Context: an optimization exercise on an open-source flow, tuned for small area, a short achievable clock period and few clock cycles per item. The choices shown serve that exercise and are no tape-out recipe. Function was checked by simulation only, so behaviour that the tests miss may differ from the original.

==> flow/design.v, too long to show whole: its modules and the start of the top module <==
// module hsv_to_rgb_converter_core: 1438 lines
// module hsv2rgb_top: 35 lines
module hsv2rgb_top (
	input  logic        clk,
	input  logic        arst_n,
	input  logic        start,
	output logic        busy,
	input  logic [12:0] hue,
	input  logic [6:0]  saturation,
	input  logic [6:0]  brightness,
	output logic        done,
	output logic [7:0]  red,
	output logic [7:0]  green,
	output logic [7:0]  blue,
	output logic        in_range
);
  // ...
==> flow/run.sh <==
#!/bin/bash
# synth_recipe.tcl (not shown) runs the flow's synth.tcl, then flattens the netlist and writes it again
# the make line also repeats each setting of config.mk as NAME=value (left out here)
make -C /OpenROAD-flow-scripts/flow DESIGN_CONFIG=/design/flow/config.mk WORK_HOME=/design/flow/orfs CLKGATE_MAP_FILE= SYNTH_SCRIPT=/design/flow/synth_recipe.tcl finish
==> flow/config.mk <==
export PLATFORM = sky130hd
export DESIGN_NAME = hsv2rgb_top
export DESIGN_NICKNAME = hsv2rgb_top
export VERILOG_FILES = /design/flow/design.v
export SDC_FILE = /design/flow/constraint.sdc
export NUM_CORES = 4
export LEC_CHECK = 0
export CAP_MARGIN = 20
export CORE_MARGIN = 2
export CORE_UTILIZATION = 60
export PLACE_DENSITY = 0.75
export SETUP_SLACK_MARGIN = 4.3
export SLEW_MARGIN = 20
==> flow/constraint.sdc <==
create_clock -name core_clock -period 7.5 [get_ports {clk}]
set_input_delay 1.5000 -clock core_clock [delete_from_list [all_inputs] [get_ports {clk}]]
set_output_delay 1.5000 -clock core_clock [all_outputs]
set_load 0.01 [all_outputs]
==> results.cfg, run 1 <==
[outcome]
outcome = finished clean

[final_layout]
fin_cells = 2520
largest_reg_flops = 66
layout_commonest_cell = inv_1
seq_cell_count = 334
insertedDiodeCount = 0
clkbuf_count = 48
synthToLayoutAreaGrowth_pct = 13.6

[grt]
grtUsageTotal = 0.226
grt_remaining_overflow = 0

[timing]
fin_crit_ns = 3.70
whs_ns = 0.322
fmax_ghz = 0.270

[clock_network]
cts_tree = done
clk_pin_slew_ns = 0.06
cts_hold_buf = 0

[hold_path]
min_from = u_core.zero5[3]
whs_path_depth = 0
worstHoldEndpoint = u_core.zero6[3]

[synth]
synth_top_family_by_area = adder cells
synth_xor_area_frac = 0.0525
synth_compound_area_frac = 0.0794
synthSimpleGateAreaFrac = 0.112
synth.avg_cell_area_um2 = 10.2
yosysWarnings = 1

[floorplan]
chipHeight_um = 187
die_w_um = 187
pin_count = 57

[drt]
dr.max_layer_used = met4

[critical_path]
crit_top_cell = fa_1
critical_path_arrival_ns = 4.11
Testbench counts, summed over its fixed seeds: cycles 16,056, items 16,000.
==> run 2, diff against run 1 <==
--- a/flow/config.mk
+++ b/flow/config.mk
@@ -9,4 +9,3 @@
 export CORE_MARGIN = 2
-export CORE_UTILIZATION = 60
-export PLACE_DENSITY = 0.75
+export CORE_UTILIZATION = 40
 export SETUP_SLACK_MARGIN = 4.3
==> results.cfg, run 2 <==
[timing]
setup_tns_ns = 0
finalSetupViolations = 0
rsz0062_at_grt = yes
fin_crit_sh = 0.489
drv_slew = 0
final_hold_viol_count = 0
tightest_slew_ns = 0.661
fin_worst_skew_ns = 0.0186
relSlewSlack = 0.558
fmax_ghz = 0.272
setup_slack_ns = 3.83
whs_ns = 0.316
fin_crit_ns = 3.67

[place]
post_dp_cell_area_mm2 = 0.0213
finalWeightedCongestion = 0.868
place_ws_ns = 3.67
numPortBuffers = 55
placed_cells = 2656
hpwl_um = 31100

[final_layout]
final_core_util = 0.470
reg_top3 = u_core.p4_d x66, u_core.vs2_d x25, u_core.p5 x24
fin_area_mm2 = 0.0231
n_fill_cell = 4588
largest_reg_flops = 66
layout-drive-gt1-share = 0.0886
synthToLayoutAreaGrowth_pct = 15.4
layout_commonest_cell = inv_1
regMostFlops = u_core.p4_d
nNetsFinal = 2509
multiInputGateArea_mm2 = 0.0119
fin_cells = 2751
layout_common_cells = inv_1, dfxtp_1, ha_1
final-seq-area_mm2 = 0.00679
insertedDiodeCount = 0

[critical_path]
rr_startpoint = u_core.v2[2]
rr_endpoint = u_core.q3[13]
end_kind = flip-flop
cp_max_fo = 3
critical_path_arrival_ns = 4.11
worstSetupStartpoint = u_core.v2[2]
start_kind = flip-flop
worstRegToRegCells = 14
worstSetupPathType = reg2reg
crit_path_end = u_core.q3[13]
rrSetupSlack_ns = 3.83
cp.required_ns = 7.94

[synth]
yosysWarnings = 1
yosys-top-cells-area = dfxtp_1, fa_1, ha_1
synth-edff-count = 0
seq_area_frac_synth = 0.336
synth_compound_area_frac = 0.0794
async_flop_share = 0.0210
synth.distinct_cells = 65
muxShareOfSynthArea = 0.000563
syn_inst = 1963
netlist_top_cells_count = inv_1, dfxtp_1, ha_1
synth_fa_ha_area_frac = 0.337
synth_top_family_by_area = adder cells
synth_top_area_frac = 0.327
synth_flop_cell = dfxtp_1
synth_nets = 2412
synthSimpleGateAreaFrac = 0.112
synth_xor_area_frac = 0.0525
synth.cell_area_mm2 = 0.0200
yosys_register_bits = 334
post-synth-top-area-cell = dfxtp_1
synth.avg_cell_area_um2 = 10.2
yosysMostFrequentCell = inv_1

[clock_network]
clock-sinks = 334
cts_hold_buf = 0
cts_max_level = 2
clock_latency_ns = 0.55
cts_root_buf = clkbuf_16
clock_path_buffers = 3
clk_pin_slew_ns = 0.06
cts_tree = done
numCtsBuffers = 39

[floorplan]
chipHeight_um = 228
initial_core_util = 0.407
core-area_mm2 = 0.0492
dieArea_mm2 = 0.0518
die_w_um = 228
pin_count = 57
std_cell_rows = 81

[hold_path]
min_path_type = reg2reg

[drt]
wire_per_inst_um = 14.4
vias = 12800
first_pass_iters = 6
ant_nets = 0
viasPerCell = 4.65
drcViolationCount = 0
totalWireLength_um = 39700
drt_iter0_drc = 599

[grt]
antenna_found_initial = 1
grt_max_degree = 16
grt_remaining_overflow = 0
first_global_vias = 13600
grtUsageTotal = 0.162
grt_pass1_wl_um = 66800

[outcome]
outcome = finished clean

[run]
maxCapViolations = 0
==> run 2: cell counts after synthesis <==
No cell type changed its count.
==> run 2: repair_timing <==
action / 4_1_cts / 5_1_grt
buffers inserted: 14 / 13
resized for setup: 56 / 74
pin swaps: 22 / 31
endpoints found under the setup margin: 50 / 51
gates cloned: 0 / 0
==> run 2: final cells by class <==
| class | instances | share of cell area |
|---|---|---|
| multi-input combinational | 1189 | 0.515 |
| sequential | 334 | 0.294 |
| inverter | 414 | 0.0676 |
| clock buffer | 51 | 0.0469 |
| tap | 664 | 0.0360 |
| timing repair buffer | 82 | 0.0316 |
| clock inverter | 17 | 0.00889 |
==> run 2: worst min-delay path by stage <==
stage / start / end / slack, ns / cells after the start
after floorplan: u_core.c2[0] / u_core.c3[0] / 0.31 / 0
after global placement: u_core.c2[5] / u_core.c3[5] / 0.31 / 0
after detailed placement: u_core.c2[5] / u_core.c3[5] / 0.31 / 0
after CTS: u_core.v5[2] / u_core.v6[2] / 0.32 / 0
after global routing: u_core.zero5[1] / u_core.zero6[1] / 0.33 / 0
final: u_core.v5[2] / u_core.v6[2] / 0.32 / 0
==> run 2: cells by family (layout without fill, tap and decap cells) <==
group | Yosys count | in the layout
flip-flops | 334 | 334
AND/OR/NAND/NOR | 420 | 420
multiplexers | 1 | 1
buffers and inverters | 440 | 564
other | 1 | 1
adder cells (fa/ha/maj) | 419 | 419
AO/OA/AOI/OAI | 228 | 228
XOR/XNOR | 120 | 120
==> run 2: worst max-delay path, stage by stage (launching register included) <==
cell and delay, ns:
dfxtp_2 0.34, inv_4 0.05, fa_1 0.53, inv_1 0.05, fa_1 0.50, inv_2 0.05, fa_2 0.53, inv_2 0.04
ha_4 0.15, a21oi_2 0.12, nor2b_1 0.07, nor2_1 0.14, or4b_4 0.48, a2111o_1 0.39, o211a_1 0.14
==> run 2: metal layers <==
metal	routed length, µm	part of all wire	up-vias	GRT usage
met4	1250	0.031	0	0.0630
met1	18000	0.45	6075	0.205
met3	1760	0.044	78	0.0279
met5	0	0	-	0
met2	18700	0.47	256	0.274
li1	-	-	6395	-

[separate check: timing with driven ports]
In the flow no input, the clock included, has a driving cell. The finished layouts below were timed again as built, in two steps.
Step 1 sets driving cells, clkbuf_16 on the clock port and buf_2 on the other inputs (assumed; they add their load-dependent delay and slew).
Step 2 also shifts input and output timing later by t, the mid clock arrival at the registers, as if the neighbouring blocks saw the same clock.
Slacks: ideal / step 1 / step 2; pairs: ideal / step 1.
run | t (ns) | setup WS [ns] | worst hold slack (ns) | worst register clock-pin slew, ns | pins driven straight from the clock port
run 1 | 0.575 | 3.803 / 3.803 / 3.803 | 0.322 / 0.322 / 0.322 | 0.06 / 0.06 | 1
run 2 | 0.597 | 3.830 / 3.830 / 3.830 | 0.316 / 0.316 / 0.316 | 0.06 / 0.06 | 1
After both steps setup and hold are still met in every run listed.
